This is an optimization exercise on Yosys and OpenROAD, whose aim is small area, a short achievable clock period and few clock cycles, not a production implementation. The RTL was checked by simulation tests, not by an equivalence proof against the original design. Power and IR drop assume default switching activity.

[design/flow/run.sh]
#!/bin/bash
# synth_recipe.tcl (not shown) runs the flow's synth.tcl, then flattens the netlist and writes it again
# the make line also repeats each setting of config.mk as NAME=value (left out here)
make -C /OpenROAD-flow-scripts/flow DESIGN_CONFIG=/design/flow/config.mk WORK_HOME=/design/flow/orfs CLKGATE_MAP_FILE= SYNTH_SCRIPT=/design/flow/synth_recipe.tcl finish
[design/flow/design.v]
`default_nettype none
package acc_pkg;
  localparam int LANES  = 4;
  localparam int LANE_W = 16;
  localparam int ACC_W  = 32;
  localparam int DATA_W = LANES * LANE_W;
endpackage
`default_nettype wire
`default_nettype none
`timescale 1ns/1ns
module acc_ctrl (
  input  logic        ap_clk,
  input  logic        ap_rst_n,
  input  logic        ap_start,
  input  logic [31:0] cfg,
  input  logic        ifm_valid,
  input  logic        wgt_valid,
  input  logic        ofm_ready,
  output logic        ap_idle,
  output logic        ap_done,
  output logic        take,        
  output logic        ready,       
  output logic        clr,         
  output logic        adv_out,     
  output logic        ofm_valid
);
  logic        busy;        
  logic        adv;         
  logic        in_act;      
  logic        done_q;
  logic        p_last;      
  logic        p_jlast;     
  logic        cs_fin;      
  logic        cs_last;     
  logic        out_q;       
  logic        o_last;      
  logic        fresh;       
  logic [15:0] ci_q;        
  logic [15:0] pc;          
  logic [15:0] wc;          
  logic [15:0] pc_cur;      
  logic [15:0] pc_dec;
  logic [15:0] wc_dec;
  logic        last_in;     
  logic start_acc;
  logic word_end;
  logic emit;
  logic cs_fin_nx;
  logic may_block;
  logic may_block_nx;
  logic can_take;
  logic can_take_q;
  logic in_act_nx;
  logic p_last_nx;
  logic out_q_nx;
  assign start_acc = ap_start && !busy;
  assign emit      = out_q && ofm_ready;
  assign adv_out   = cs_fin && (!out_q || ofm_ready);
  assign cs_fin_nx = adv ? p_last : (adv_out ? 1'b0 : cs_fin);
  assign out_q_nx  = adv_out ? 1'b1 : (emit ? 1'b0 : out_q);
  assign may_block = (adv && p_last && (cs_fin || out_q)) || (cs_fin && out_q);
  assign can_take  = in_act && !may_block;
  assign ready     = can_take && ifm_valid && wgt_valid;
  assign take      = can_take_q && ifm_valid && wgt_valid;
  assign in_act_nx    = start_acc ? 1'b1 : ((take && word_end && last_in) ? 1'b0 : in_act);
  assign p_last_nx    = take ? word_end : p_last;
  assign may_block_nx = (take && p_last_nx && (cs_fin_nx || out_q_nx)) || (cs_fin_nx && out_q_nx);
  assign pc_cur    = fresh ? ci_q : pc;
  assign word_end  = (pc_cur == 16'd1);
  assign last_in   = (wc == 16'd1);
  always_comb begin
    logic bp;
    logic bw;
    bp = 1'b1;
    bw = 1'b1;
    for (int i = 0; i < 16; i++) begin
      pc_dec[i] = pc_cur[i] ^ bp;
      wc_dec[i] = wc[i] ^ bw;
      bp = bp & ~pc_cur[i];
      bw = bw & ~wc[i];
    end
  end
  always_ff @(posedge ap_clk) begin
    if (!ap_rst_n) begin
      busy    <= 1'b0;
      in_act  <= 1'b0;
      done_q  <= 1'b0;
      cs_fin  <= 1'b0;
      out_q   <= 1'b0;
      adv     <= 1'b0;
      clr     <= 1'b0;
      fresh   <= 1'b1;
      can_take_q <= 1'b0;
    end else begin
      can_take_q <= in_act_nx && !may_block_nx;
      done_q <= 1'b0;
      in_act <= in_act_nx;
      if (start_acc) begin
        busy   <= 1'b1;
        fresh  <= 1'b1;
      end
      if (take) begin
        fresh <= word_end;
      end
      cs_fin <= cs_fin_nx;
      out_q  <= out_q_nx;
      adv    <= take;
      clr    <= take && fresh;
      if (emit && o_last) begin
        busy   <= 1'b0;
        done_q <= 1'b1;
      end
    end
  end
  always_ff @(posedge ap_clk) begin
    p_last <= p_last_nx;
    if (take) begin
      p_jlast <= last_in;
    end
    if (adv) begin
      cs_last <= p_jlast;
    end
    if (adv_out) begin
      o_last <= cs_last;
    end
  end
  always_ff @(posedge ap_clk) begin
    if (start_acc) begin
      ci_q <= cfg[31:16];
    end
    if (take) begin
      pc <= pc_dec;
    end
    if (start_acc) begin
      wc <= cfg[15:0];
    end else if (take && word_end) begin
      wc <= wc_dec;
    end
  end
  assign ap_idle   = !busy;
  assign ap_done   = done_q;
  assign ofm_valid = out_q;
endmodule
`default_nettype wire
`default_nettype none
module mac_lane (
  input  logic [15:0] a,
  input  logic [15:0] b,
  input  logic [31:0] s_in,
  input  logic [31:0] c_in,
  output logic [31:0] s_out,
  output logic [31:0] c_out
);
  logic [255:0] pp;
  logic hs0;
  logic hc0;
  logic fs0;
  logic fc0;
  logic hs1;
  logic hc1;
  logic fs1;
  logic fc1;
  logic fs2;
  logic fc2;
  logic hs2;
  logic hc2;
  logic fs3;
  logic fc3;
  logic fs4;
  logic fc4;
  logic fs5;
  logic fc5;
  logic hs3;
  logic hc3;
  logic fs6;
  logic fc6;
  logic fs7;
  logic fc7;
  logic fs8;
  logic fc8;
  logic fs9;
  logic fc9;
  logic hs4;
  logic hc4;
  logic fs10;
  logic fc10;
  logic fs11;
  logic fc11;
  logic fs12;
  logic fc12;
  logic fs13;
  logic fc13;
  logic hs5;
  logic hc5;
  logic fs14;
  logic fc14;
  logic fs15;
  logic fc15;
  logic fs16;
  logic fc16;
  logic fs17;
  logic fc17;
  logic fs18;
  logic fc18;
  logic fs19;
  logic fc19;
  logic fs20;
  logic fc20;
  logic fs21;
  logic fc21;
  logic fs22;
  logic fc22;
  logic fs23;
  logic fc23;
  logic hs6;
  logic hc6;
  logic fs24;
  logic fc24;
  logic hs7;
  logic hc7;
  logic fs25;
  logic fc25;
  logic fs26;
  logic fc26;
  logic hs8;
  logic hc8;
  logic fs27;
  logic fc27;
  logic fs28;
  logic fc28;
  logic fs29;
  logic fc29;
  logic hs9;
  logic hc9;
  logic fs30;
  logic fc30;
  logic fs31;
  logic fc31;
  logic fs32;
  logic fc32;
  logic fs33;
  logic fc33;
  logic fs34;
  logic fc34;
  logic fs35;
  logic fc35;
  logic fs36;
  logic fc36;
  logic fs37;
  logic fc37;
  logic fs38;
  logic fc38;
  logic fs39;
  logic fc39;
  logic fs40;
  logic fc40;
  logic fs41;
  logic fc41;
  logic fs42;
  logic fc42;
  logic fs43;
  logic fc43;
  logic fs44;
  logic fc44;
  logic fs45;
  logic fc45;
  logic fs46;
  logic fc46;
  logic fs47;
  logic fc47;
  logic fs48;
  logic fc48;
  logic fs49;
  logic fc49;
  logic fs50;
  logic fc50;
  logic fs51;
  logic fc51;
  logic fs52;
  logic fc52;
  logic fs53;
  logic fc53;
  logic fs54;
  logic fc54;
  logic fs55;
  logic fc55;
  logic fs56;
  logic fc56;
  logic fs57;
  logic fc57;
  logic fs58;
  logic fc58;
  logic fs59;
  logic fc59;
  logic fs60;
  logic fc60;
  logic fs61;
  logic fc61;
  logic fs62;
  logic fc62;
  logic fs63;
  logic fc63;
  logic fs64;
  logic fc64;
  logic fs65;
  logic fc65;
  logic fs66;
  logic fc66;
  logic fs67;
  logic fc67;
  logic fs68;
  logic fc68;
  logic fs69;
  logic fc69;
  logic fs70;
  logic fc70;
  logic fs71;
  logic fc71;
  logic fs72;
  logic fc72;
  logic fs73;
  logic fc73;
  logic fs74;
  logic fc74;
  logic fs75;
  logic fc75;
  logic fs76;
  logic fc76;
  logic fs77;
  logic fc77;
  logic fs78;
  logic fc78;
  logic fs79;
  logic fc79;
  logic hs10;
  logic hc10;
  logic fs80;
  logic fc80;
  logic hs11;
  logic hc11;
  logic fs81;
  logic fc81;
  logic fs82;
  logic fc82;
  logic hs12;
  logic hc12;
  logic fs83;
  logic fc83;
  logic fs84;
  logic fc84;
  logic fs85;
  logic fc85;
  logic fs86;
  logic fc86;
  logic fs87;
  logic fc87;
  logic fs88;
  logic fc88;
  logic fs89;
  logic fc89;
  logic fs90;
  logic fc90;
  logic fs91;
  logic fc91;
  logic fs92;
  logic fc92;
  logic fs93;
  logic fc93;
  logic fs94;
  logic fc94;
  logic fs95;
  logic fc95;
  logic fs96;
  logic fc96;
  logic fs97;
  logic fc97;
  logic fs98;
  logic fc98;
  logic fs99;
  logic fc99;
  logic fs100;
  logic fc100;
  logic fs101;
  logic fc101;
  logic fs102;
  logic fc102;
  logic fs103;
  logic fc103;
  logic fs104;
  logic fc104;
  logic fs105;
  logic fc105;
  logic fs106;
  logic fc106;
  logic fs107;
  logic fc107;
  logic fs108;
  logic fc108;
  logic fs109;
  logic fc109;
  logic fs110;
  logic fc110;
  logic fs111;
  logic fc111;
  logic fs112;
  logic fc112;
  logic fs113;
  logic fc113;
  logic fs114;
  logic fc114;
  logic fs115;
  logic fc115;
  logic fs116;
  logic fc116;
  logic fs117;
  logic fc117;
  logic fs118;
  logic fc118;
  logic fs119;
  logic fc119;
  logic fs120;
  logic fc120;
  logic fs121;
  logic fc121;
  logic fs122;
  logic fc122;
  logic fs123;
  logic fc123;
  logic fs124;
  logic fc124;
  logic fs125;
  logic fc125;
  logic fs126;
  logic fc126;
  logic fs127;
  logic fc127;
  logic fs128;
  logic fc128;
  logic fs129;
  logic fc129;
  logic fs130;
  logic fc130;
  logic fs131;
  logic fc131;
  logic fs132;
  logic fc132;
  logic fs133;
  logic fc133;
  logic fs134;
  logic fc134;
  logic fs135;
  logic fc135;
  logic fs136;
  logic fc136;
  logic fs137;
  logic fc137;
  logic fs138;
  logic fc138;
  logic fs139;
  logic fc139;
  logic fs140;
  logic fc140;
  logic fs141;
  logic fc141;
  logic fs142;
  logic fc142;
  logic hs13;
  logic hc13;
  logic fs143;
  logic fc143;
  logic hs14;
  logic hc14;
  logic fs144;
  logic fc144;
  logic fs145;
  logic fc145;
  logic fs146;
  logic fc146;
  logic fs147;
  logic fc147;
  logic fs148;
  logic fc148;
  logic fs149;
  logic fc149;
  logic fs150;
  logic fc150;
  logic fs151;
  logic fc151;
  logic fs152;
  logic fc152;
  logic fs153;
  logic fc153;
  logic fs154;
  logic fc154;
  logic fs155;
  logic fc155;
  logic fs156;
  logic fc156;
  logic fs157;
  logic fc157;
  logic fs158;
  logic fc158;
  logic fs159;
  logic fc159;
  logic fs160;
  logic fc160;
  logic fs161;
  logic fc161;
  logic fs162;
  logic fc162;
  logic fs163;
  logic fc163;
  logic fs164;
  logic fc164;
  logic fs165;
  logic fc165;
  logic fs166;
  logic fc166;
  logic fs167;
  logic fc167;
  logic fs168;
  logic fc168;
  logic fs169;
  logic fc169;
  logic fs170;
  logic fc170;
  logic fs171;
  logic fc171;
  logic fs172;
  logic fc172;
  logic fs173;
  logic fc173;
  logic fs174;
  logic fc174;
  logic fs175;
  logic fc175;
  logic fs176;
  logic fc176;
  logic fs177;
  logic fc177;
  logic fs178;
  logic fc178;
  logic fs179;
  logic fc179;
  logic fs180;
  logic fc180;
  logic fs181;
  logic fc181;
  logic fs182;
  logic fc182;
  logic fs183;
  logic fc183;
  logic fs184;
  logic fc184;
  logic fs185;
  logic fc185;
  logic fs186;
  logic fc186;
  logic fs187;
  logic fc187;
  logic fs188;
  logic fc188;
  logic fs189;
  logic fc189;
  logic fs190;
  logic fc190;
  logic fs191;
  logic fc191;
  logic fs192;
  logic fc192;
  logic fs193;
  logic fc193;
  logic fs194;
  logic fc194;
  logic hs15;
  logic hc15;
  logic fs195;
  logic fc195;
  logic fs196;
  logic fc196;
  logic fs197;
  logic fc197;
  logic fs198;
  logic fc198;
  logic fs199;
  logic fc199;
  logic fs200;
  logic fc200;
  logic fs201;
  logic fc201;
  logic fs202;
  logic fc202;
  logic fs203;
  logic fc203;
  logic fs204;
  logic fc204;
  logic fs205;
  logic fc205;
  logic fs206;
  logic fc206;
  logic fs207;
  logic fc207;
  logic fs208;
  logic fc208;
  logic fs209;
  logic fc209;
  logic fs210;
  logic fc210;
  logic fs211;
  logic fc211;
  logic fs212;
  logic fc212;
  logic fs213;
  logic fc213;
  logic fs214;
  logic fc214;
  logic fs215;
  logic fc215;
  logic fs216;
  logic fc216;
  logic fs217;
  logic fc217;
  logic fs218;
  logic fc218;
  logic fs219;
  logic fc219;
  logic fs220;
  logic fc220;
  logic fs221;
  logic fc221;
  logic fs222;
  logic fc222;
  logic fs223;
  logic fc223;
  logic hs16;
  logic hc16;
  logic fs224;
  logic fc224;
  logic fs225;
  logic fc225;
  logic fs226;
  logic fc226;
  logic fs227;
  logic fc227;
  logic fs228;
  logic fc228;
  logic fs229;
  logic fc229;
  logic fs230;
  logic fc230;
  logic fs231;
  logic fc231;
  logic fs232;
  logic fc232;
  logic fs233;
  logic fc233;
  logic fs234;
  logic fc234;
  logic fs235;
  logic fc235;
  logic fs236;
  logic fc236;
  logic fs237;
  logic fc237;
  logic fs238;
  logic fc238;
  logic fs239;
  logic fc239;
  logic fs240;
  logic fc240;
  logic fs241;
  logic fc241;
  logic fs242;
  logic fc242;
  logic fs243;
  logic fc243;
  logic fs244;
  logic fc244;
  logic fs245;
  logic fc245;
  logic fs246;
  logic fc246;
  logic fs247;
  logic fc247;
  logic fs248;
  logic fc248;
  logic fs249;
  logic fc249;
  logic fs250;
  logic fc250;
  logic fs251;
  logic fc251;
  logic fs252;
  logic fc252;
  logic fs253;
  logic fc253;
  logic fs254;
  always_comb begin
    for (int i = 0; i < 16; i++) begin
      for (int j = 0; j < 16; j++) begin
        pp[i*16+j] = ~(a[i] & b[j]);
      end
    end
  end
  assign hs0 = ~(pp[11] ^ pp[26]);
  assign hc0 = pp[11] | pp[26];
  mac_fa u_fa0 (.a(pp[12]), .b(pp[27]), .c(pp[42]), .s(fs0), .co(fc0));
  assign hs1 = ~(pp[57] ^ pp[72]);
  assign hc1 = pp[57] | pp[72];
  mac_fa u_fa1 (.a(pp[13]), .b(pp[28]), .c(pp[43]), .s(fs1), .co(fc1));
  mac_fa u_fa2 (.a(pp[58]), .b(pp[73]), .c(pp[88]), .s(fs2), .co(fc2));
  assign hs2 = ~(pp[103] ^ pp[118]);
  assign hc2 = pp[103] | pp[118];
  mac_fa u_fa3 (.a(pp[14]), .b(pp[29]), .c(pp[44]), .s(fs3), .co(fc3));
  mac_fa u_fa4 (.a(pp[59]), .b(pp[74]), .c(pp[89]), .s(fs4), .co(fc4));
  mac_fa u_fa5 (.a(pp[104]), .b(pp[119]), .c(pp[134]), .s(fs5), .co(fc5));
  assign hs3 = ~(pp[149] ^ pp[164]);
  assign hc3 = pp[149] | pp[164];
  mac_fa u_fa6 (.a(pp[15]), .b(pp[30]), .c(pp[45]), .s(fs6), .co(fc6));
  mac_fa u_fa7 (.a(pp[60]), .b(pp[75]), .c(pp[90]), .s(fs7), .co(fc7));
  mac_fa u_fa8 (.a(pp[105]), .b(pp[120]), .c(pp[135]), .s(fs8), .co(fc8));
  mac_fa u_fa9 (.a(pp[150]), .b(pp[165]), .c(pp[180]), .s(fs9), .co(fc9));
  assign hs4 = ~(pp[195] ^ pp[210]);
  assign hc4 = pp[195] | pp[210];
  mac_fa u_fa10 (.a(pp[31]), .b(pp[46]), .c(pp[61]), .s(fs10), .co(fc10));
  mac_fa u_fa11 (.a(pp[76]), .b(pp[91]), .c(pp[106]), .s(fs11), .co(fc11));
  mac_fa u_fa12 (.a(pp[121]), .b(pp[136]), .c(pp[151]), .s(fs12), .co(fc12));
  mac_fa u_fa13 (.a(pp[166]), .b(pp[181]), .c(pp[196]), .s(fs13), .co(fc13));
  assign hs5 = ~(pp[211] ^ pp[226]);
  assign hc5 = pp[211] | pp[226];
  mac_fa u_fa14 (.a(pp[47]), .b(pp[62]), .c(pp[77]), .s(fs14), .co(fc14));
  mac_fa u_fa15 (.a(pp[92]), .b(pp[107]), .c(pp[122]), .s(fs15), .co(fc15));
  mac_fa u_fa16 (.a(pp[137]), .b(pp[152]), .c(pp[167]), .s(fs16), .co(fc16));
  mac_fa u_fa17 (.a(pp[182]), .b(pp[197]), .c(pp[212]), .s(fs17), .co(fc17));
  mac_fa u_fa18 (.a(pp[63]), .b(pp[78]), .c(pp[93]), .s(fs18), .co(fc18));
  mac_fa u_fa19 (.a(pp[108]), .b(pp[123]), .c(pp[138]), .s(fs19), .co(fc19));
  mac_fa u_fa20 (.a(pp[153]), .b(pp[168]), .c(pp[183]), .s(fs20), .co(fc20));
  mac_fa u_fa21 (.a(pp[79]), .b(pp[94]), .c(pp[109]), .s(fs21), .co(fc21));
  mac_fa u_fa22 (.a(pp[124]), .b(pp[139]), .c(pp[154]), .s(fs22), .co(fc22));
  mac_fa u_fa23 (.a(pp[95]), .b(pp[110]), .c(pp[125]), .s(fs23), .co(fc23));
  assign hs6 = ~(pp[7] ^ pp[22]);
  assign hc6 = pp[7] | pp[22];
  mac_fa u_fa24 (.a(pp[8]), .b(pp[23]), .c(pp[38]), .s(fs24), .co(fc24));
  assign hs7 = ~(pp[53] ^ pp[68]);
  assign hc7 = pp[53] | pp[68];
  mac_fa u_fa25 (.a(pp[9]), .b(pp[24]), .c(pp[39]), .s(fs25), .co(fc25));
  mac_fa u_fa26 (.a(pp[54]), .b(pp[69]), .c(pp[84]), .s(fs26), .co(fc26));
  assign hs8 = ~(pp[99] ^ pp[114]);
  assign hc8 = pp[99] | pp[114];
  mac_fa u_fa27 (.a(pp[10]), .b(pp[25]), .c(pp[40]), .s(fs27), .co(fc27));
  mac_fa u_fa28 (.a(pp[55]), .b(pp[70]), .c(pp[85]), .s(fs28), .co(fc28));
  mac_fa u_fa29 (.a(pp[100]), .b(pp[115]), .c(pp[130]), .s(fs29), .co(fc29));
  assign hs9 = ~(pp[145] ^ pp[160]);
  assign hc9 = pp[145] | pp[160];
  mac_fa u_fa30 (.a(pp[41]), .b(pp[56]), .c(pp[71]), .s(fs30), .co(fc30));
  mac_fa u_fa31 (.a(pp[86]), .b(pp[101]), .c(pp[116]), .s(fs31), .co(fc31));
  mac_fa u_fa32 (.a(pp[131]), .b(pp[146]), .c(pp[161]), .s(fs32), .co(fc32));
  mac_fa u_fa33 (.a(pp[176]), .b(hs0), .c(s_in[11]), .s(fs33), .co(fc33));
  mac_fa u_fa34 (.a(pp[87]), .b(pp[102]), .c(pp[117]), .s(fs34), .co(fc34));
  mac_fa u_fa35 (.a(pp[132]), .b(pp[147]), .c(pp[162]), .s(fs35), .co(fc35));
  mac_fa u_fa36 (.a(pp[177]), .b(pp[192]), .c(hc0), .s(fs36), .co(fc36));
  mac_fa u_fa37 (.a(hs1), .b(s_in[12]), .c(c_in[12]), .s(fs37), .co(fc37));
  mac_fa u_fa38 (.a(pp[133]), .b(pp[148]), .c(pp[163]), .s(fs38), .co(fc38));
  mac_fa u_fa39 (.a(pp[178]), .b(pp[193]), .c(pp[208]), .s(fs39), .co(fc39));
  mac_fa u_fa40 (.a(hc1), .b(hs2), .c(s_in[13]), .s(fs40), .co(fc40));
  mac_fa u_fa41 (.a(c_in[13]), .b(fc0), .c(fs1), .s(fs41), .co(fc41));
  mac_fa u_fa42 (.a(pp[179]), .b(pp[194]), .c(pp[209]), .s(fs42), .co(fc42));
  mac_fa u_fa43 (.a(pp[224]), .b(hc2), .c(hs3), .s(fs43), .co(fc43));
  mac_fa u_fa44 (.a(s_in[14]), .b(c_in[14]), .c(fc1), .s(fs44), .co(fc44));
  mac_fa u_fa45 (.a(fc2), .b(fs3), .c(fs4), .s(fs45), .co(fc45));
  mac_fa u_fa46 (.a(pp[225]), .b(pp[240]), .c(hc3), .s(fs46), .co(fc46));
  mac_fa u_fa47 (.a(hs4), .b(s_in[15]), .c(c_in[15]), .s(fs47), .co(fc47));
  mac_fa u_fa48 (.a(fc3), .b(fc4), .c(fc5), .s(fs48), .co(fc48));
  mac_fa u_fa49 (.a(fs6), .b(fs7), .c(fs8), .s(fs49), .co(fc49));
  mac_fa u_fa50 (.a(pp[241]), .b(hc4), .c(hs5), .s(fs50), .co(fc50));
  mac_fa u_fa51 (.a(s_in[16]), .b(c_in[16]), .c(fc6), .s(fs51), .co(fc51));
  mac_fa u_fa52 (.a(fc7), .b(fc8), .c(fc9), .s(fs52), .co(fc52));
  mac_fa u_fa53 (.a(fs10), .b(fs11), .c(fs12), .s(fs53), .co(fc53));
  mac_fa u_fa54 (.a(pp[227]), .b(pp[242]), .c(hc5), .s(fs54), .co(fc54));
  mac_fa u_fa55 (.a(s_in[17]), .b(c_in[17]), .c(fc10), .s(fs55), .co(fc55));
  mac_fa u_fa56 (.a(fc11), .b(fc12), .c(fc13), .s(fs56), .co(fc56));
  mac_fa u_fa57 (.a(fs14), .b(fs15), .c(fs16), .s(fs57), .co(fc57));
  mac_fa u_fa58 (.a(pp[198]), .b(pp[213]), .c(pp[228]), .s(fs58), .co(fc58));
  mac_fa u_fa59 (.a(pp[243]), .b(s_in[18]), .c(c_in[18]), .s(fs59), .co(fc59));
  mac_fa u_fa60 (.a(fc14), .b(fc15), .c(fc16), .s(fs60), .co(fc60));
  mac_fa u_fa61 (.a(fc17), .b(fs18), .c(fs19), .s(fs61), .co(fc61));
  mac_fa u_fa62 (.a(pp[169]), .b(pp[184]), .c(pp[199]), .s(fs62), .co(fc62));
  mac_fa u_fa63 (.a(pp[214]), .b(pp[229]), .c(pp[244]), .s(fs63), .co(fc63));
  mac_fa u_fa64 (.a(s_in[19]), .b(c_in[19]), .c(fc18), .s(fs64), .co(fc64));
  mac_fa u_fa65 (.a(fc19), .b(fc20), .c(fs21), .s(fs65), .co(fc65));
  mac_fa u_fa66 (.a(pp[140]), .b(pp[155]), .c(pp[170]), .s(fs66), .co(fc66));
  mac_fa u_fa67 (.a(pp[185]), .b(pp[200]), .c(pp[215]), .s(fs67), .co(fc67));
  mac_fa u_fa68 (.a(pp[230]), .b(pp[245]), .c(s_in[20]), .s(fs68), .co(fc68));
  mac_fa u_fa69 (.a(c_in[20]), .b(fc21), .c(fc22), .s(fs69), .co(fc69));
  mac_fa u_fa70 (.a(pp[111]), .b(pp[126]), .c(pp[141]), .s(fs70), .co(fc70));
  mac_fa u_fa71 (.a(pp[156]), .b(pp[171]), .c(pp[186]), .s(fs71), .co(fc71));
  mac_fa u_fa72 (.a(pp[201]), .b(pp[216]), .c(pp[231]), .s(fs72), .co(fc72));
  mac_fa u_fa73 (.a(pp[246]), .b(s_in[21]), .c(c_in[21]), .s(fs73), .co(fc73));
  mac_fa u_fa74 (.a(pp[127]), .b(pp[142]), .c(pp[157]), .s(fs74), .co(fc74));
  mac_fa u_fa75 (.a(pp[172]), .b(pp[187]), .c(pp[202]), .s(fs75), .co(fc75));
  mac_fa u_fa76 (.a(pp[217]), .b(pp[232]), .c(pp[247]), .s(fs76), .co(fc76));
  mac_fa u_fa77 (.a(pp[143]), .b(pp[158]), .c(pp[173]), .s(fs77), .co(fc77));
  mac_fa u_fa78 (.a(pp[188]), .b(pp[203]), .c(pp[218]), .s(fs78), .co(fc78));
  mac_fa u_fa79 (.a(pp[159]), .b(pp[174]), .c(pp[189]), .s(fs79), .co(fc79));
  assign hs10 = ~(pp[4] ^ pp[19]);
  assign hc10 = pp[4] | pp[19];
  mac_fa u_fa80 (.a(pp[5]), .b(pp[20]), .c(pp[35]), .s(fs80), .co(fc80));
  assign hs11 = ~(pp[50] ^ pp[65]);
  assign hc11 = pp[50] | pp[65];
  mac_fa u_fa81 (.a(pp[6]), .b(pp[21]), .c(pp[36]), .s(fs81), .co(fc81));
  mac_fa u_fa82 (.a(pp[51]), .b(pp[66]), .c(pp[81]), .s(fs82), .co(fc82));
  assign hs12 = ~(pp[96] ^ s_in[6]);
  assign hc12 = pp[96] | s_in[6];
  mac_fa u_fa83 (.a(pp[37]), .b(pp[52]), .c(pp[67]), .s(fs83), .co(fc83));
  mac_fa u_fa84 (.a(pp[82]), .b(pp[97]), .c(pp[112]), .s(fs84), .co(fc84));
  mac_fa u_fa85 (.a(hs6), .b(s_in[7]), .c(c_in[7]), .s(fs85), .co(fc85));
  mac_fa u_fa86 (.a(pp[83]), .b(pp[98]), .c(pp[113]), .s(fs86), .co(fc86));
  mac_fa u_fa87 (.a(pp[128]), .b(hc6), .c(hs7), .s(fs87), .co(fc87));
  mac_fa u_fa88 (.a(s_in[8]), .b(c_in[8]), .c(fs24), .s(fs88), .co(fc88));
  mac_fa u_fa89 (.a(pp[129]), .b(pp[144]), .c(hc7), .s(fs89), .co(fc89));
  mac_fa u_fa90 (.a(hs8), .b(s_in[9]), .c(c_in[9]), .s(fs90), .co(fc90));
  mac_fa u_fa91 (.a(fc24), .b(fs25), .c(fs26), .s(fs91), .co(fc91));
  mac_fa u_fa92 (.a(hc8), .b(hs9), .c(s_in[10]), .s(fs92), .co(fc92));
  mac_fa u_fa93 (.a(c_in[10]), .b(fc25), .c(fc26), .s(fs93), .co(fc93));
  mac_fa u_fa94 (.a(fs27), .b(fs28), .c(fs29), .s(fs94), .co(fc94));
  mac_fa u_fa95 (.a(hc9), .b(c_in[11]), .c(fc27), .s(fs95), .co(fc95));
  mac_fa u_fa96 (.a(fc28), .b(fc29), .c(fs30), .s(fs96), .co(fc96));
  mac_fa u_fa97 (.a(fs31), .b(fs32), .c(fs33), .s(fs97), .co(fc97));
  mac_fa u_fa98 (.a(fc30), .b(fc31), .c(fc32), .s(fs98), .co(fc98));
  mac_fa u_fa99 (.a(fs34), .b(fs35), .c(fs0), .s(fs99), .co(fc99));
  mac_fa u_fa100 (.a(fs36), .b(fc33), .c(fs37), .s(fs100), .co(fc100));
  mac_fa u_fa101 (.a(fc34), .b(fc35), .c(fs38), .s(fs101), .co(fc101));
  mac_fa u_fa102 (.a(fs39), .b(fs2), .c(fc36), .s(fs102), .co(fc102));
  mac_fa u_fa103 (.a(fc37), .b(fs40), .c(fs41), .s(fs103), .co(fc103));
  mac_fa u_fa104 (.a(fc38), .b(fc39), .c(fs42), .s(fs104), .co(fc104));
  mac_fa u_fa105 (.a(fs5), .b(fc40), .c(fs43), .s(fs105), .co(fc105));
  mac_fa u_fa106 (.a(fc41), .b(fs44), .c(fs45), .s(fs106), .co(fc106));
  mac_fa u_fa107 (.a(fc42), .b(fs9), .c(fs46), .s(fs107), .co(fc107));
  mac_fa u_fa108 (.a(fc43), .b(fs47), .c(fc44), .s(fs108), .co(fc108));
  mac_fa u_fa109 (.a(fc45), .b(fs48), .c(fs49), .s(fs109), .co(fc109));
  mac_fa u_fa110 (.a(fs13), .b(fc46), .c(fc47), .s(fs110), .co(fc110));
  mac_fa u_fa111 (.a(fs50), .b(fc48), .c(fc49), .s(fs111), .co(fc111));
  mac_fa u_fa112 (.a(fs51), .b(fs52), .c(fs53), .s(fs112), .co(fc112));
  mac_fa u_fa113 (.a(fs17), .b(fs54), .c(fc50), .s(fs113), .co(fc113));
  mac_fa u_fa114 (.a(fc51), .b(fc52), .c(fc53), .s(fs114), .co(fc114));
  mac_fa u_fa115 (.a(fs55), .b(fs56), .c(fs57), .s(fs115), .co(fc115));
  mac_fa u_fa116 (.a(fs58), .b(fs20), .c(fc54), .s(fs116), .co(fc116));
  mac_fa u_fa117 (.a(fs59), .b(fc55), .c(fc56), .s(fs117), .co(fc117));
  mac_fa u_fa118 (.a(fc57), .b(fs60), .c(fs61), .s(fs118), .co(fc118));
  mac_fa u_fa119 (.a(fc58), .b(fs62), .c(fs63), .s(fs119), .co(fc119));
  mac_fa u_fa120 (.a(fs22), .b(fc59), .c(fc60), .s(fs120), .co(fc120));
  mac_fa u_fa121 (.a(fc61), .b(fs64), .c(fs65), .s(fs121), .co(fc121));
  mac_fa u_fa122 (.a(fc62), .b(fc63), .c(fs66), .s(fs122), .co(fc122));
  mac_fa u_fa123 (.a(fs67), .b(fs23), .c(fs68), .s(fs123), .co(fc123));
  mac_fa u_fa124 (.a(fc64), .b(fc65), .c(fs69), .s(fs124), .co(fc124));
  mac_fa u_fa125 (.a(fc66), .b(fc67), .c(fc23), .s(fs125), .co(fc125));
  mac_fa u_fa126 (.a(fs70), .b(fs71), .c(fs72), .s(fs126), .co(fc126));
  mac_fa u_fa127 (.a(fc68), .b(fs73), .c(fc69), .s(fs127), .co(fc127));
  mac_fa u_fa128 (.a(s_in[22]), .b(c_in[22]), .c(fc70), .s(fs128), .co(fc128));
  mac_fa u_fa129 (.a(fc71), .b(fc72), .c(fs74), .s(fs129), .co(fc129));
  mac_fa u_fa130 (.a(fs75), .b(fs76), .c(fc73), .s(fs130), .co(fc130));
  mac_fa u_fa131 (.a(pp[233]), .b(pp[248]), .c(s_in[23]), .s(fs131), .co(fc131));
  mac_fa u_fa132 (.a(c_in[23]), .b(fc74), .c(fc75), .s(fs132), .co(fc132));
  mac_fa u_fa133 (.a(fc76), .b(fs77), .c(fs78), .s(fs133), .co(fc133));
  mac_fa u_fa134 (.a(pp[204]), .b(pp[219]), .c(pp[234]), .s(fs134), .co(fc134));
  mac_fa u_fa135 (.a(pp[249]), .b(s_in[24]), .c(c_in[24]), .s(fs135), .co(fc135));
  mac_fa u_fa136 (.a(fc77), .b(fc78), .c(fs79), .s(fs136), .co(fc136));
  mac_fa u_fa137 (.a(pp[175]), .b(pp[190]), .c(pp[205]), .s(fs137), .co(fc137));
  mac_fa u_fa138 (.a(pp[220]), .b(pp[235]), .c(pp[250]), .s(fs138), .co(fc138));
  mac_fa u_fa139 (.a(s_in[25]), .b(c_in[25]), .c(fc79), .s(fs139), .co(fc139));
  mac_fa u_fa140 (.a(pp[191]), .b(pp[206]), .c(pp[221]), .s(fs140), .co(fc140));
  mac_fa u_fa141 (.a(pp[236]), .b(pp[251]), .c(s_in[26]), .s(fs141), .co(fc141));
  mac_fa u_fa142 (.a(pp[207]), .b(pp[222]), .c(pp[237]), .s(fs142), .co(fc142));
  assign hs13 = ~(pp[2] ^ pp[17]);
  assign hc13 = pp[2] | pp[17];
  mac_fa u_fa143 (.a(pp[3]), .b(pp[18]), .c(pp[33]), .s(fs143), .co(fc143));
  assign hs14 = ~(pp[48] ^ s_in[3]);
  assign hc14 = pp[48] | s_in[3];
  mac_fa u_fa144 (.a(pp[34]), .b(pp[49]), .c(pp[64]), .s(fs144), .co(fc144));
  mac_fa u_fa145 (.a(hs10), .b(s_in[4]), .c(c_in[4]), .s(fs145), .co(fc145));
  mac_fa u_fa146 (.a(pp[80]), .b(hc10), .c(hs11), .s(fs146), .co(fc146));
  mac_fa u_fa147 (.a(s_in[5]), .b(c_in[5]), .c(fs80), .s(fs147), .co(fc147));
  mac_fa u_fa148 (.a(hc11), .b(c_in[6]), .c(fc80), .s(fs148), .co(fc148));
  mac_fa u_fa149 (.a(fs81), .b(fs82), .c(hs12), .s(fs149), .co(fc149));
  mac_fa u_fa150 (.a(fc81), .b(fc82), .c(fs83), .s(fs150), .co(fc150));
  mac_fa u_fa151 (.a(fs84), .b(hc12), .c(fs85), .s(fs151), .co(fc151));
  mac_fa u_fa152 (.a(fc83), .b(fc84), .c(fs86), .s(fs152), .co(fc152));
  mac_fa u_fa153 (.a(fc85), .b(fs87), .c(fs88), .s(fs153), .co(fc153));
  mac_fa u_fa154 (.a(fc86), .b(fs89), .c(fc87), .s(fs154), .co(fc154));
  mac_fa u_fa155 (.a(fs90), .b(fc88), .c(fs91), .s(fs155), .co(fc155));
  mac_fa u_fa156 (.a(fc89), .b(fc90), .c(fs92), .s(fs156), .co(fc156));
  mac_fa u_fa157 (.a(fc91), .b(fs93), .c(fs94), .s(fs157), .co(fc157));
  mac_fa u_fa158 (.a(fc92), .b(fc93), .c(fc94), .s(fs158), .co(fc158));
  mac_fa u_fa159 (.a(fs95), .b(fs96), .c(fs97), .s(fs159), .co(fc159));
  mac_fa u_fa160 (.a(fc95), .b(fc96), .c(fs98), .s(fs160), .co(fc160));
  mac_fa u_fa161 (.a(fs99), .b(fc97), .c(fs100), .s(fs161), .co(fc161));
  mac_fa u_fa162 (.a(fc98), .b(fc99), .c(fs101), .s(fs162), .co(fc162));
  mac_fa u_fa163 (.a(fs102), .b(fc100), .c(fs103), .s(fs163), .co(fc163));
  mac_fa u_fa164 (.a(fc101), .b(fs104), .c(fc102), .s(fs164), .co(fc164));
  mac_fa u_fa165 (.a(fs105), .b(fc103), .c(fs106), .s(fs165), .co(fc165));
  mac_fa u_fa166 (.a(fc104), .b(fs107), .c(fc105), .s(fs166), .co(fc166));
  mac_fa u_fa167 (.a(fs108), .b(fc106), .c(fs109), .s(fs167), .co(fc167));
  mac_fa u_fa168 (.a(fc107), .b(fs110), .c(fc108), .s(fs168), .co(fc168));
  mac_fa u_fa169 (.a(fc109), .b(fs111), .c(fs112), .s(fs169), .co(fc169));
  mac_fa u_fa170 (.a(fc110), .b(fs113), .c(fc111), .s(fs170), .co(fc170));
  mac_fa u_fa171 (.a(fc112), .b(fs114), .c(fs115), .s(fs171), .co(fc171));
  mac_fa u_fa172 (.a(fs116), .b(fc113), .c(fc114), .s(fs172), .co(fc172));
  mac_fa u_fa173 (.a(fs117), .b(fc115), .c(fs118), .s(fs173), .co(fc173));
  mac_fa u_fa174 (.a(fs119), .b(fc116), .c(fc117), .s(fs174), .co(fc174));
  mac_fa u_fa175 (.a(fs120), .b(fc118), .c(fs121), .s(fs175), .co(fc175));
  mac_fa u_fa176 (.a(fc119), .b(fs122), .c(fc120), .s(fs176), .co(fc176));
  mac_fa u_fa177 (.a(fs123), .b(fc121), .c(fs124), .s(fs177), .co(fc177));
  mac_fa u_fa178 (.a(fc122), .b(fs125), .c(fs126), .s(fs178), .co(fc178));
  mac_fa u_fa179 (.a(fc123), .b(fc124), .c(fs127), .s(fs179), .co(fc179));
  mac_fa u_fa180 (.a(fc125), .b(fc126), .c(fs128), .s(fs180), .co(fc180));
  mac_fa u_fa181 (.a(fs129), .b(fs130), .c(fc127), .s(fs181), .co(fc181));
  mac_fa u_fa182 (.a(fs131), .b(fc128), .c(fc129), .s(fs182), .co(fc182));
  mac_fa u_fa183 (.a(fs132), .b(fs133), .c(fc130), .s(fs183), .co(fc183));
  mac_fa u_fa184 (.a(fs134), .b(fc131), .c(fs135), .s(fs184), .co(fc184));
  mac_fa u_fa185 (.a(fc132), .b(fc133), .c(fs136), .s(fs185), .co(fc185));
  mac_fa u_fa186 (.a(fc134), .b(fs137), .c(fs138), .s(fs186), .co(fc186));
  mac_fa u_fa187 (.a(fc135), .b(fc136), .c(fs139), .s(fs187), .co(fc187));
  mac_fa u_fa188 (.a(c_in[26]), .b(fc137), .c(fc138), .s(fs188), .co(fc188));
  mac_fa u_fa189 (.a(fs140), .b(fs141), .c(fc139), .s(fs189), .co(fc189));
  mac_fa u_fa190 (.a(pp[252]), .b(s_in[27]), .c(c_in[27]), .s(fs190), .co(fc190));
  mac_fa u_fa191 (.a(fc140), .b(fs142), .c(fc141), .s(fs191), .co(fc191));
  mac_fa u_fa192 (.a(pp[223]), .b(pp[238]), .c(pp[253]), .s(fs192), .co(fc192));
  mac_fa u_fa193 (.a(s_in[28]), .b(c_in[28]), .c(fc142), .s(fs193), .co(fc193));
  mac_fa u_fa194 (.a(pp[239]), .b(pp[254]), .c(s_in[29]), .s(fs194), .co(fc194));
  assign hs15 = ~(pp[1] ^ pp[16]);
  assign hc15 = pp[1] | pp[16];
  mac_fa u_fa195 (.a(pp[32]), .b(hs13), .c(s_in[2]), .s(fs195), .co(fc195));
  mac_fa u_fa196 (.a(hc13), .b(c_in[3]), .c(fs143), .s(fs196), .co(fc196));
  mac_fa u_fa197 (.a(fc143), .b(fs144), .c(hc14), .s(fs197), .co(fc197));
  mac_fa u_fa198 (.a(fc144), .b(fc145), .c(fs146), .s(fs198), .co(fc198));
  mac_fa u_fa199 (.a(fc146), .b(fc147), .c(fs148), .s(fs199), .co(fc199));
  mac_fa u_fa200 (.a(fc148), .b(fs150), .c(fc149), .s(fs200), .co(fc200));
  mac_fa u_fa201 (.a(fc150), .b(fs152), .c(fc151), .s(fs201), .co(fc201));
  mac_fa u_fa202 (.a(fc152), .b(fs154), .c(fc153), .s(fs202), .co(fc202));
  mac_fa u_fa203 (.a(fc154), .b(fs156), .c(fc155), .s(fs203), .co(fc203));
  mac_fa u_fa204 (.a(fc156), .b(fc157), .c(fs158), .s(fs204), .co(fc204));
  mac_fa u_fa205 (.a(fc158), .b(fs160), .c(fc159), .s(fs205), .co(fc205));
  mac_fa u_fa206 (.a(fc160), .b(fs162), .c(fc161), .s(fs206), .co(fc206));
  mac_fa u_fa207 (.a(fc162), .b(fs164), .c(fc163), .s(fs207), .co(fc207));
  mac_fa u_fa208 (.a(fc164), .b(fs166), .c(fc165), .s(fs208), .co(fc208));
  mac_fa u_fa209 (.a(fc166), .b(fs168), .c(fc167), .s(fs209), .co(fc209));
  mac_fa u_fa210 (.a(fc168), .b(fs170), .c(fc169), .s(fs210), .co(fc210));
  mac_fa u_fa211 (.a(fc170), .b(fs172), .c(fc171), .s(fs211), .co(fc211));
  mac_fa u_fa212 (.a(fc172), .b(fs174), .c(fc173), .s(fs212), .co(fc212));
  mac_fa u_fa213 (.a(fc174), .b(fs176), .c(fc175), .s(fs213), .co(fc213));
  mac_fa u_fa214 (.a(fs178), .b(fc176), .c(fc177), .s(fs214), .co(fc214));
  mac_fa u_fa215 (.a(fc178), .b(fs180), .c(fc179), .s(fs215), .co(fc215));
  mac_fa u_fa216 (.a(fc180), .b(fs182), .c(fs183), .s(fs216), .co(fc216));
  mac_fa u_fa217 (.a(fs184), .b(fc182), .c(fs185), .s(fs217), .co(fc217));
  mac_fa u_fa218 (.a(fs186), .b(fc184), .c(fc185), .s(fs218), .co(fc218));
  mac_fa u_fa219 (.a(fc186), .b(fs188), .c(fc187), .s(fs219), .co(fc219));
  mac_fa u_fa220 (.a(fs190), .b(fc188), .c(fs191), .s(fs220), .co(fc220));
  mac_fa u_fa221 (.a(fs192), .b(fc190), .c(fs193), .s(fs221), .co(fc221));
  mac_fa u_fa222 (.a(c_in[29]), .b(fc192), .c(fs194), .s(fs222), .co(fc222));
  mac_fa u_fa223 (.a(pp[255]), .b(s_in[30]), .c(c_in[30]), .s(fs223), .co(fc223));
  assign hs16 = ~(pp[0] ^ s_in[0]);
  assign hc16 = pp[0] | s_in[0];
  mac_fa u_fa224 (.a(hs15), .b(s_in[1]), .c(c_in[1]), .s(fs224), .co(fc224));
  mac_fa u_fa225 (.a(hc15), .b(c_in[2]), .c(fs195), .s(fs225), .co(fc225));
  mac_fa u_fa226 (.a(hs14), .b(fc195), .c(fs196), .s(fs226), .co(fc226));
  mac_fa u_fa227 (.a(fs145), .b(fc196), .c(fs197), .s(fs227), .co(fc227));
  mac_fa u_fa228 (.a(fs147), .b(fc197), .c(fs198), .s(fs228), .co(fc228));
  mac_fa u_fa229 (.a(fs149), .b(fc198), .c(fs199), .s(fs229), .co(fc229));
  mac_fa u_fa230 (.a(fs151), .b(fc199), .c(fs200), .s(fs230), .co(fc230));
  mac_fa u_fa231 (.a(fs153), .b(fc200), .c(fs201), .s(fs231), .co(fc231));
  mac_fa u_fa232 (.a(fs155), .b(fc201), .c(fs202), .s(fs232), .co(fc232));
  mac_fa u_fa233 (.a(fs157), .b(fc202), .c(fs203), .s(fs233), .co(fc233));
  mac_fa u_fa234 (.a(fs159), .b(fc203), .c(fs204), .s(fs234), .co(fc234));
  mac_fa u_fa235 (.a(fs161), .b(fc204), .c(fs205), .s(fs235), .co(fc235));
  mac_fa u_fa236 (.a(fs163), .b(fc205), .c(fs206), .s(fs236), .co(fc236));
  mac_fa u_fa237 (.a(fs165), .b(fc206), .c(fs207), .s(fs237), .co(fc237));
  mac_fa u_fa238 (.a(fs167), .b(fc207), .c(fs208), .s(fs238), .co(fc238));
  mac_fa u_fa239 (.a(fs169), .b(fc208), .c(fs209), .s(fs239), .co(fc239));
  mac_fa u_fa240 (.a(fs171), .b(fc209), .c(fs210), .s(fs240), .co(fc240));
  mac_fa u_fa241 (.a(fs173), .b(fc210), .c(fs211), .s(fs241), .co(fc241));
  mac_fa u_fa242 (.a(fs175), .b(fc211), .c(fs212), .s(fs242), .co(fc242));
  mac_fa u_fa243 (.a(fs177), .b(fc212), .c(fs213), .s(fs243), .co(fc243));
  mac_fa u_fa244 (.a(fs179), .b(fc213), .c(fs214), .s(fs244), .co(fc244));
  mac_fa u_fa245 (.a(fs181), .b(fc214), .c(fs215), .s(fs245), .co(fc245));
  mac_fa u_fa246 (.a(fc181), .b(fs216), .c(fc215), .s(fs246), .co(fc246));
  mac_fa u_fa247 (.a(fc183), .b(fs217), .c(fc216), .s(fs247), .co(fc247));
  mac_fa u_fa248 (.a(fs187), .b(fc217), .c(fs218), .s(fs248), .co(fc248));
  mac_fa u_fa249 (.a(fs189), .b(fc218), .c(fs219), .s(fs249), .co(fc249));
  mac_fa u_fa250 (.a(fc189), .b(fs220), .c(fc219), .s(fs250), .co(fc250));
  mac_fa u_fa251 (.a(fc191), .b(fs221), .c(fc220), .s(fs251), .co(fc251));
  mac_fa u_fa252 (.a(fc193), .b(fs222), .c(fc221), .s(fs252), .co(fc252));
  mac_fa u_fa253 (.a(fc194), .b(fs223), .c(fc222), .s(fs253), .co(fc253));
  assign fs254 = s_in[31] ^ c_in[31] ^ fc223;
  assign s_out[0] = hs16;
  assign c_out[0] = c_in[0];
  assign s_out[1] = hc16;
  assign c_out[1] = fs224;
  assign s_out[2] = fc224;
  assign c_out[2] = fs225;
  assign s_out[3] = fc225;
  assign c_out[3] = fs226;
  assign s_out[4] = fc226;
  assign c_out[4] = fs227;
  assign s_out[5] = fc227;
  assign c_out[5] = fs228;
  assign s_out[6] = fc228;
  assign c_out[6] = fs229;
  assign s_out[7] = fc229;
  assign c_out[7] = fs230;
  assign s_out[8] = fc230;
  assign c_out[8] = fs231;
  assign s_out[9] = fc231;
  assign c_out[9] = fs232;
  assign s_out[10] = fc232;
  assign c_out[10] = fs233;
  assign s_out[11] = fc233;
  assign c_out[11] = fs234;
  assign s_out[12] = fc234;
  assign c_out[12] = fs235;
  assign s_out[13] = fc235;
  assign c_out[13] = fs236;
  assign s_out[14] = fc236;
  assign c_out[14] = fs237;
  assign s_out[15] = fc237;
  assign c_out[15] = fs238;
  assign s_out[16] = fc238;
  assign c_out[16] = fs239;
  assign s_out[17] = fc239;
  assign c_out[17] = fs240;
  assign s_out[18] = fc240;
  assign c_out[18] = fs241;
  assign s_out[19] = fc241;
  assign c_out[19] = fs242;
  assign s_out[20] = fc242;
  assign c_out[20] = fs243;
  assign s_out[21] = fc243;
  assign c_out[21] = fs244;
  assign s_out[22] = fc244;
  assign c_out[22] = fs245;
  assign s_out[23] = fc245;
  assign c_out[23] = fs246;
  assign s_out[24] = fc246;
  assign c_out[24] = fs247;
  assign s_out[25] = fc247;
  assign c_out[25] = fs248;
  assign s_out[26] = fc248;
  assign c_out[26] = fs249;
  assign s_out[27] = fc249;
  assign c_out[27] = fs250;
  assign s_out[28] = fc250;
  assign c_out[28] = fs251;
  assign s_out[29] = fc251;
  assign c_out[29] = fs252;
  assign s_out[30] = fc252;
  assign c_out[30] = fs253;
  assign s_out[31] = fc253;
  assign c_out[31] = fs254;
endmodule
module mac_fa (
  input  logic a,
  input  logic b,
  input  logic c,
  output logic s,
  output logic co
);
  assign s  = a ^ b ^ c;
  assign co = (a & b) | (a & c) | (b & c);
endmodule
`default_nettype wire
`default_nettype none
`timescale 1ns/1ns
module mac_engine (
  input  logic          ap_clk,
  input  logic          take,
  input  logic          clr,
  input  logic          adv_out,
  input  logic [63:0]   ifm_data,
  input  logic [63:0]   wgt_data,
  output logic [127:0]  ofm_data
);
  logic [63:0]      a_q;     
  logic [63:0]      b_q;
  logic [3:0][31:0] s_q;
  logic [3:0][31:0] c_q;
  logic [3:0][31:0] s_in;
  logic [3:0][31:0] c_in;
  logic [3:0][31:0] s_nx;
  logic [3:0][31:0] c_nx;
  logic [3:0][31:0] sum;
  logic [127:0]     o_q;     
  always_ff @(posedge ap_clk) begin
    for (int i = 0; i < 8; i++) begin
      a_q[i*8 +: 8] <= ifm_data[(7-i)*8 +: 8] & {8{take}};
      b_q[i*8 +: 8] <= wgt_data[(7-i)*8 +: 8];
    end
  end
  for (genvar l = 0; l < 4; l++) begin : g_lane
    assign s_in[l] = s_q[l] | {32{clr}};
    assign c_in[l] = c_q[l] | {32{clr}};
    mac_lane i_mac_lane (
      .a     (a_q[l*16 +: 16]),
      .b     (b_q[l*16 +: 16]),
      .s_in  (s_in[l]),
      .c_in  (c_in[l]),
      .s_out (s_nx[l]),
      .c_out (c_nx[l])
    );
    assign sum[l] = ~(s_q[l] + c_q[l] + 32'd1);
  end
  always_ff @(posedge ap_clk) begin
    s_q <= s_nx;
    c_q <= c_nx;
  end
  always_ff @(posedge ap_clk) begin
    if (adv_out) begin
      for (int l = 0; l < 4; l++) begin
        for (int i = 0; i < 4; i++) begin
          o_q[l*32 + i*8 +: 8] <= sum[l][(3-i)*8 +: 8];
        end
      end
    end
  end
  assign ofm_data = o_q;
endmodule
`default_nettype wire
`default_nettype none
`timescale 1ns/1ns
module krnl_acc (
  input  logic               ap_clk,
  input  logic               ap_rst_n,
  input  logic               ap_start,
  input  logic [31:0]        cfg,
  output logic               ap_idle,
  output logic               ap_done,
  input  logic               ifm_valid,
  output logic               ifm_ready,
  input  logic [63:0]        ifm_data,
  input  logic               wgt_valid,
  output logic               wgt_ready,
  input  logic [63:0]        wgt_data,
  output logic               ofm_valid,
  input  logic               ofm_ready,
  output logic [127:0]       ofm_data
);
  logic take;
  logic ready;
  logic clr;
  logic adv_out;
  acc_ctrl i_acc_ctrl (
    .ap_clk    (ap_clk),
    .ap_rst_n  (ap_rst_n),
    .ap_start  (ap_start),
    .cfg       (cfg),
    .ifm_valid (ifm_valid),
    .wgt_valid (wgt_valid),
    .ofm_ready (ofm_ready),
    .ap_idle   (ap_idle),
    .ap_done   (ap_done),
    .take      (take),
    .ready     (ready),
    .clr       (clr),
    .adv_out   (adv_out),
    .ofm_valid (ofm_valid)
  );
  mac_engine i_mac_engine (
    .ap_clk   (ap_clk),
    .take     (take),
    .clr      (clr),
    .adv_out  (adv_out),
    .ifm_data (ifm_data),
    .wgt_data (wgt_data),
    .ofm_data (ofm_data)
  );
  assign ifm_ready = ready;
  assign wgt_ready = ready;
endmodule
`default_nettype wire
[design/flow/config.mk]
export PLATFORM = sky130hd
export DESIGN_NAME = krnl_acc
export DESIGN_NICKNAME = krnl_acc
export VERILOG_FILES = /design/flow/design.v
export SDC_FILE = /design/flow/constraint.sdc
export NUM_CORES = 4
export LEC_CHECK = 0
export ABC_CLOCK_PERIOD_IN_PS = 4000
export CAP_MARGIN = 20
export CORE_MARGIN = 2
export CORE_UTILIZATION = 75
export SETUP_SLACK_MARGIN = 5.0
export SLEW_MARGIN = 20
export SYNTH_HIERARCHICAL = 1
[design/flow/constraint.sdc]
create_clock -name core_clock -period 9.0 [get_ports {ap_clk}]
set_input_delay 1.8000 -clock core_clock [delete_from_list [all_inputs] [get_ports {ap_clk}]]
set_output_delay 1.8000 -clock core_clock [all_outputs]
set_load 0.01 [all_outputs]
==> flow_summary_export.csv, run 1 <==
group,metric,value,unit
synth,ys_ff_latch,573,
detailed_routing,routed_wl,126,mm
global_routing,antenna_found_initial,0,
die,die_x,269,um
synth,netlist.area_leader.share,38.8,%
timing,fin_crit_sh,44.1,%
clock_network,clkTransAtPathRegs,0.06,ns
detailed_routing,first_iter_violations,2787,
final_layout,antennaDiodeCount,0,
synth,syn-num-nets,6160,
worst_setup_path,crit_path_end_kind,"output port",
timing,slew_viol_final,0,
detailed_routing,dr.pass1.iters,6,
synth,synth-async-reset-ratio,0,%
synth,synth_top_area_cell,"fa_1",
final_layout,drive_gt1_share,10.8,%
placed_design,gp_congestion,0.938,
timing,finalSetupViolCount,0,
worst_setup_path,cp.required,7.20,ns
detailed_routing,vias_per_cell,6.08,
status,outcome,"no timing/DRC/antenna violations",
final_layout,mostFrequentLayoutCell,"fa_1",
global_routing,grt_overflow_total,0,
synth,synthCells,4748,
timing,hold_viol,0,
global_routing,grt_max_degree,84,
synth,yosys-top-cells-area,"fa_1 39%, dfxtp_1 15%, edfxtp_1 10%, nand2_1 7.2%, ha_1 5.4%",
global_routing,grt_usage,36.0,%
timing,min_period,3.97,ns
detailed_routing,drcViolationCount,0,
detailed_routing,wl_per_cell,22.3,um
final_layout,syn2layout_area_growth,6.01,%
timing,max-slew-margin-rel,30.6,%
detailed_routing,vias,34200,
final_layout,nets,6046,
synth,avgSynthCellArea,11.1,sq um
detailed_routing,drtAntennaViolNets,0,
placed_design,dp_hpwl,91.5,mm
die,dieArea,0.0723,sq mm
die,fp.coreArea,0.0698,sq mm
die,rows,97,
worst_hold_path,min-delay-path-class,"reg2reg",
placed_design,port_buffers,298,
clock_network,cts-buffers-inserted,66,
die,die-height,269,um
flow_run,max_cap_violations,0,
timing,max_clock_freq,0.252,GHz
die,start_util,75.4,%
final_layout,mostFrequentLayoutCells,"1020 x fa_1, 1002 x nand2_1, 301 x dfxtp_1, 294 x clkdlybuf4s50_1, 258 x or2_2",
synth,synth-seq-area-share,25.2,%
timing,setup_tns,0,ns
clock_network,h-tree-depth,3,
power,power_density,264,mW/mm^2
synth,synth_edf_count,179,
placed_design,dp.cells,5505,
global_routing,grt_pass1_wl,198,mm
worst_setup_path,crit_type,"in2out",
final_layout,instances_no_fill,5627,
worst_setup_path,crit_fanout,2,
clock_network,cts_hold_buf,0,
synth,synth_cell_type_count,84,
worst_setup_path,reg2reg_slack,5.08,ns
global_routing,grt_pass1_vias,36900,
clock_network,tritoncts,"yes",
power,power.leakage,0.0167,uW
worst_setup_path,cp-start-kind,"primary input",
clock_network,cts_sinks,573,
synth,synth_flop_cell,"dfxtp_1",
power,peakVddDrop,197,uV
timing,worst_pin_slew,1.04,ns
timing,skew,0.0210,ns
clock_network,clockBufferDepth,3,
clock_network,clock-root-buffer,"clkbuf_16",
clock_network,insertion_delay,0.63,ns
synth,syn_area,0.0526,sq mm
worst_setup_path,critPathArrivalTime,2.17,ns
timing,grt_setup_unrepaired,"true",
synth,yosys_warnings,9,
die,pin_count,299,
## final timing paths
path                        start                   end  cells past startpoint
max                     ifm_valid             wgt_ready                      4
min            i_acc_ctrl.p_jlast    i_acc_ctrl.cs_last                      0
max reg2reg  i_mac_engine.b_q[37]  i_mac_engine.c_q[82]                      7
min reg2reg    i_acc_ctrl.p_jlast    i_acc_ctrl.cs_last                      0
## power by group
| part | switching [uW] | internal [uW] | total [uW] | leakage [uW] |
|---|---|---|---|---|
| Sequential | 454 | 3540 | 4000 | 0.00492 |
| Combinational | 4470 | 3470 | 7940 | 0.0108 |
| Clock | 1160 | 1620 | 2780 | 0.00106 |
| Total | 6080 | 8630 | 14700 | 0.0167 |
## Yosys stat by module, one instance, submodules excluded
module      cells inside  cell area [sq um]  copies in the design  flops+latches
acc_ctrl             228               2890                     1             61
krnl_acc               1               7.51                     1              0
mac_lane             416               2200                     4              0
mac_engine          1839              20500                     1            512
mac_fa                 1               20.0                  1016              0
## metal layers
layer  vias to the layer above  routed length, um  share of wire (%)  GRT usage (%)
li1                      14600                  -                  -              -
met1                     17300              48200                 38           48.3
met2                      1949              59200                 47           56.9
met3                       397              13400                 11           10.1
met4                         0               4730                3.8           13.5
met5                         -                  0                  0              0
## cells in the mapped netlist, types with 15 or more instances
cell / instances
fa_1: 1020
nand2_1: 1002
dfxtp_1: 394
buf_4: 345
or2_2: 258
ha_1: 226
inv_1: 222
and2_1: 198
edfxtp_1: 179
a21oi_1: 117
o21ai_0: 75
xnor2_1: 65
clkbuf_1: 63
nor2_1: 60
a21o_1: 58
xor2_1: 49
clkbuf_2: 37
buf_6: 33
nand3_1: 30
nor2b_1: 23
nor3_1: 20
mux2i_1: 18
nand4_1: 18
o21bai_1: 17
nand2b_1: 16
buf_2: 15
## cells by family after synthesis
logic type,Yosys count,synth area share (%)
buffers and inverters,718,8.18
multiplexers,18,0.343
adder cells (fa/ha/maj),1247,44.2
XOR/XNOR,118,2.08
flip-flops,573,25.2
AO/OA/AOI/OAI,396,5.02
AND/OR/NAND/NOR,1678,14.9
## area by class of cell
cell class	count	area, sq um
Clock buffer	84	1780
Clock inverter	37	420
Fill cell	4330	14000
Inverter	225	845
Multi-Input combinational cell	3457	35100
Sequential cell	573	13400
Tap cell	940	1180
Timing Repair Buffer	311	3100
## flip-flops by register name, summed over array words and instances (netlist names), 16 cells and up
register          flops
i_acc_ctrl.pc        16
i_mac_engine.a_q     64
i_mac_engine.s_q    128
i_mac_engine.o_q    128
i_acc_ctrl.ci_q      16
i_mac_engine.c_q    128
i_acc_ctrl.wc        16
i_mac_engine.b_q     64
## per-stage QoR
| stage | worst slack (ns) | util, % | hold WS [ns] | power, uW | area (sq um) |
|---|---|---|---|---|---|
| floorplan | 4.83 | - | 0.400 | 11100 | 52600 |
| global placement | 4.15 | 76.5 | 0.405 | 11500 | 53400 |
| detailed placement | 4.14 | 76.5 | 0.407 | 11800 | 53400 |
| CTS | 5.00 | 79.8 | 0.410 | 14700 | 55700 |
| global route | 4.99 | 79.9 | 0.408 | 15800 | 55800 |
| finish | 5.03 | 79.9 | 0.419 | 14700 | 55800 |
## critical path: stages
cell,delay (ns)
buf_6,0.08
nand3_4,0.06
nor2_2,0.09
buf_2,0.14
## what timing repair did
action                     4_1_cts  5_1_grt
pin swaps                        2        1
setup endpoints to repair       50       65
resized for setup               66       54
setup buffers                    1        0
Testbench counts, summed over its fixed seeds: cycles 11,072.
==> run 2: changes to the inputs <==
==> design/flow/flow/run.sh (new file) <==
#!/bin/bash
# The standard layout (standard.sh, standard synthesis unchanged), with
# two changes to how cells are chosen:
# - the port buffers are inserted as sky130_fd_sc_hd__buf_1, the smallest
#   plain buffer, instead of the delay buffer buffer_ports picks by
#   default; every port still gets its buffer;
# - clock tree synthesis runs with ORFS's usual arguments plus
#   -dont_use_dummy_load, so it adds no dummy load cells to the clock tree.
# The make output goes to standard.log; each tool's own log is under orfs/logs/.
set -euo pipefail
export BUFFER_PORTS_ARGS="-buffer_cell sky130_fd_sc_hd__buf_1"
export CTS_ARGS="-sink_clustering_enable -repair_clock_nets -dont_use_dummy_load"
bash standard.sh > standard.log 2>&1
==> design/flow/standard.sh (new file) <==
#!/bin/bash
# synth_recipe.tcl (not shown) runs the flow's synth.tcl, then flattens the netlist and writes it again
# the make line also repeats each setting of config.mk as NAME=value (left out here)
make -C /OpenROAD-flow-scripts/flow DESIGN_CONFIG=/design/flow/config.mk WORK_HOME=/design/flow/orfs CLKGATE_MAP_FILE= SYNTH_SCRIPT=/design/flow/synth_recipe.tcl "${@:-finish}"
removed: design/flow/run.sh
==> run 2 against run 1 <==
  * Still clean
  * Die area is the same
  * Sequential cell count unchanged
  * Worst setup slack got worse by 0.037 ns
  * Sequential power is essentially flat
  * Maximum frequency decreased by 0.92%
  * Combinational power is 1% lower
  * Core utilization shrank 3.4 points
  * First-iteration DRC count decreased by 2.2%
  * Count of clock-buffer cells in the layout decreased by 18
  * Register-to-register slack worse by 0.02 ns
  * Clock power is 18% lower
  * Critical endpoint unchanged
  * Largest power group unchanged
==> flow_summary_export.csv, run 2 <==
group,metric,value,unit
status,outcome,"no timing/DRC/antenna violations",
final_layout,stdcell_area,0.0534,sq mm
detailed_routing,vias,33900,
worst_setup_path,crit_path_end_kind,"output port",
power,p_sw_share,41.9,%
synth,synth_top_area_cell,"fa_1",
worst_setup_path,crit_family,"buffers and inverters",
global_routing,grt_pass1_vias,36100,
synth,syn-num-nets,6160,
synth,synth_top_family_by_area,"adder cells",
power,p_switching,5940,uW
synth,synth_most_common_cell,"fa_1",
synth,avgSynthCellArea,11.1,sq um
clock_network,clock-root-buffer,"clkbuf_16",
power,power_density,266,mW/mm^2
synth,synthMuxAreaShare,0.343,%
timing,max-slew-margin-rel,35.8,%
synth,synth-seq-area-share,25.2,%
clock_network,insertion_delay,0.62,ns
power,power.leakage,0.0157,uW
power,p_clk_share,16.1,%
synth,netlist.area_leader.share,38.8,%
worst_setup_path,slowest_stage,"buf_2",
timing,slew_viol_final,0,
timing,max_clock_freq,0.250,GHz
global_routing,grt_max_degree,130,
synth,synth-async-reset-ratio,0,%
clock_network,cts_hold_buf,0,
die,pin_count,299,
final_layout,antennaDiodeCount,0,
power,p_int,8230,uW
power,p_seq_share,28.4,%
final_layout,fill_cells,4654,
synth,synth_flop_cell,"dfxtp_1",
timing,min_period,4.01,ns
die,rows,97,
final_layout,top_regs,"i_mac_engine.c_q: 128 flops, i_mac_engine.o_q: 128 flops, i_mac_engine.s_q: 128 flops",
global_routing,grt_overflow_total,0,
final_layout,mostFrequentLayoutCells,"1020 x fa_1, 1002 x nand2_1, 300 x dfxtp_1, 294 x buf_1, 258 x or2_2",
synth,yosys_warnings,9,
worst_hold_path,min-delay-path-class,"reg2reg",
detailed_routing,first_iter_violations,2726,
clock_network,clockBufferDepth,3,
timing,postLayoutSetupSlackWorst,4.99,ns
timing,grt_setup_unrepaired,"true",
die,start_util,75.4,%
global_routing,antenna_found_initial,1,
detailed_routing,drcViolationCount,0,
die,fp.coreArea,0.0698,sq mm
detailed_routing,drtAntennaViolNets,0,
flow_run,max_cap_violations,0,
synth,yosys-top-cells-area,"fa_1 39%, dfxtp_1 15%, edfxtp_1 10%, nand2_1 7.2%, ha_1 5.4%",
worst_setup_path,slowest_delay,0.14,ns
final_layout,nets,6043,
placed_design,dp_hpwl,90.8,mm
power,peakVddDrop,227,uV
placed_design,dp_slack,4.62,ns
die,die_x,269,um
worst_setup_path,crit_fanout,2,
synth,synth_adder_area_share,44.2,%
placed_design,dpl_cell_area,0.0515,sq mm
worst_setup_path,cp-start-kind,"primary input",
timing,finalSetupViolCount,0,
synth,synthCells,4748,
final_layout,drive_gt1_share,10.1,%
placed_design,gp_congestion,0.918,
detailed_routing,dr.pass1.iters,6,
detailed_routing,vias_per_cell,6.08,
worst_setup_path,critPathArrivalTime,2.21,ns
synth,synth_xor_area_share,2.08,%
synth,ys_top_cells_by_count,"1020 x fa_1, 1002 x nand2_1, 394 x dfxtp_1",
synth,ys_ff_latch,573,
synth,synth_cell_type_count,84,
worst_setup_path,crit_type,"in2out",
clock_network,tritoncts,"yes",
timing,setup_tns,0,ns
clock_network,cts-buffers-inserted,66,
global_routing,grt_pass1_wl,197,mm
die,dieArea,0.0723,sq mm
synth,syn_area,0.0526,sq mm
clock_network,clkTransAtPathRegs,0.05,ns
timing,fin_crit_sh,44.5,%
synth,yosys.area_share.simple,14.9,%
worst_setup_path,cp.required,7.20,ns
synth,synth_edf_count,179,
detailed_routing,routed_wl,124,mm
worst_setup_path,crit_chain,"buf_6 -> nand3_4 -> nor2_4 -> buf_2",
detailed_routing,wl_per_cell,22.3,um
placed_design,port_buffers,298,
power,combPwrFrac,55.5,%
synth,synth-compound-area-share,5.02,%
die,die-height,269,um
timing,worst_pin_slew,0.956,ns
final_layout,syn2layout_area_growth,1.48,%
final_layout,mostFrequentLayoutCell,"fa_1",
clock_network,cts_sinks,573,
clock_network,h-tree-depth,3,
worst_setup_path,critical_path_buf_inv_count,2,
timing,hold_viol,0,
global_routing,grt_usage,35.8,%
timing,skew,0.0453,ns
## run 2: cell counts after synthesis
No cell type changed its count.
## run 2: logic make-up (layout without fill, tap and decap cells)
kind of cell / after synthesis / after routing
buffers and inverters: 718 / 599
AO/OA/AOI/OAI: 396 / 396
multiplexers: 18 / 18
flip-flops: 573 / 573
AND/OR/NAND/NOR: 1678 / 1678
XOR/XNOR: 118 / 118
adder cells (fa/ha/maj): 1247 / 1247
## run 2: power groups by stage
stage          Sequential (uW)  Combinational (uW)  Clock [uW]
4_1_cts                   4000                7830        2330
5_1_grt                   4070                8800        2410
3_5_place_dp              4040                7730           0
6_report                  4020                7860        2290
2_1_floorplan             3780                7340           0
3_3_place_gp              4040                7510           0
## run 2: path summary, 6_finish.rpt
path	start	end	slack, ns	cells after the start
setup / recovery	ifm_valid	wgt_ready	4.99	4
hold / removal	i_acc_ctrl.cs_last	i_acc_ctrl.o_last	0.42	0
setup reg to reg	i_mac_engine.b_q[39]	i_mac_engine.c_q[82]	5.06	7
hold reg to reg	i_acc_ctrl.cs_last	i_acc_ctrl.o_last	0.42	0
## run 2: layer usage
metal  wire length (um)  up-vias  share of wire (%)  GRT usage, %
met1              49600    17200                 40          49.1
met5                  0        -                  0             0
met4               4140        0                3.3          12.4
li1                   -    14500                  -             -
met3              12400      306                 10          8.88
met2              58100     1841                 47          56.7
## run 2: final cells by class
class | instances | area (sq um) | share of cell area [%]
timing repair buffer | 308 | 1250 | 2.34
tap | 940 | 1180 | 2.20
sequential | 573 | 13400 | 25.1
clock buffer | 66 | 1650 | 3.09
inverter | 225 | 845 | 1.58
multi-input combinational | 3457 | 35100 | 65.7
## run 2: through the flow
| stage | util [%] | hold WS, ns | instances | power [uW] |
|---|---|---|---|---|
| finish | 76.5 | 0.422 | 5569 | 14200 |
| global route | 76.5 | 0.438 | 5569 | 15300 |
| CTS | 76.3 | 0.424 | 5569 | 14200 |
| detailed placement | 73.8 | 0.411 | 5501 | 11800 |
| floorplan | - | 0.400 | 4748 | 11100 |
| global placement | 73.8 | 0.408 | 5501 | 11500 |
## run 2: repair_timing
item                       CTS  global route
gates resized for setup     43            65
setup endpoints to repair   70            68
setup buffers                2             0
pin swaps                    0             2
## run 2: Yosys stat by module, one instance, submodules excluded
module,copies in the design,area (sq um)
mac_fa,1016,20.0
acc_ctrl,1,2890
mac_engine,1,20500
mac_lane,4,2200
krnl_acc,1,7.51
## run 2: worst reg2reg max path, stage by stage, from the launching register on
cell and delay, ns:
dfxtp_1 0.82, nand2_1 0.18, fa_1 0.55, fa_1 0.45, fa_1 0.43, fa_1 0.45, fa_1 0.52, fa_1 0.42

[port drivers added, routing unchanged]
Ports are ideal in the flow. The routed layouts listed here were re-timed in OpenROAD.
Step 1 sets driving cells, clkbuf_16 on the clock port and buf_2 on the other inputs (assumed; they add their load-dependent delay and slew).
Step 2 moves the port delays by t, midway between the first and last clock arrival at a register: inputs arrive t later, outputs are due t later. That takes back most of the time a late clock gives input paths.
Three values: ideal ports, drivers, drivers and shift; two values: the first two.
| run | t (ns) | setup WS [ns] | worst setup path at the end | slew at the worst register clock pin (ns) | worst data-port slew with drivers (ns) |
|---|---|---|---|---|---|
| run 1 | 0.684 | 5.029 / 4.983 / 4.601 | input to register | 0.07 / 0.07 | 0.07 |
| run 2 | 0.666 | 4.993 / 4.949 / 4.949 | input to output | 0.06 / 0.06 | 0.07 |
After both steps every run listed still meets setup and hold. For run 1, which loses most, drivers alone change the setup slack by -0.046 ns; drivers and shift together by -0.428 ns.
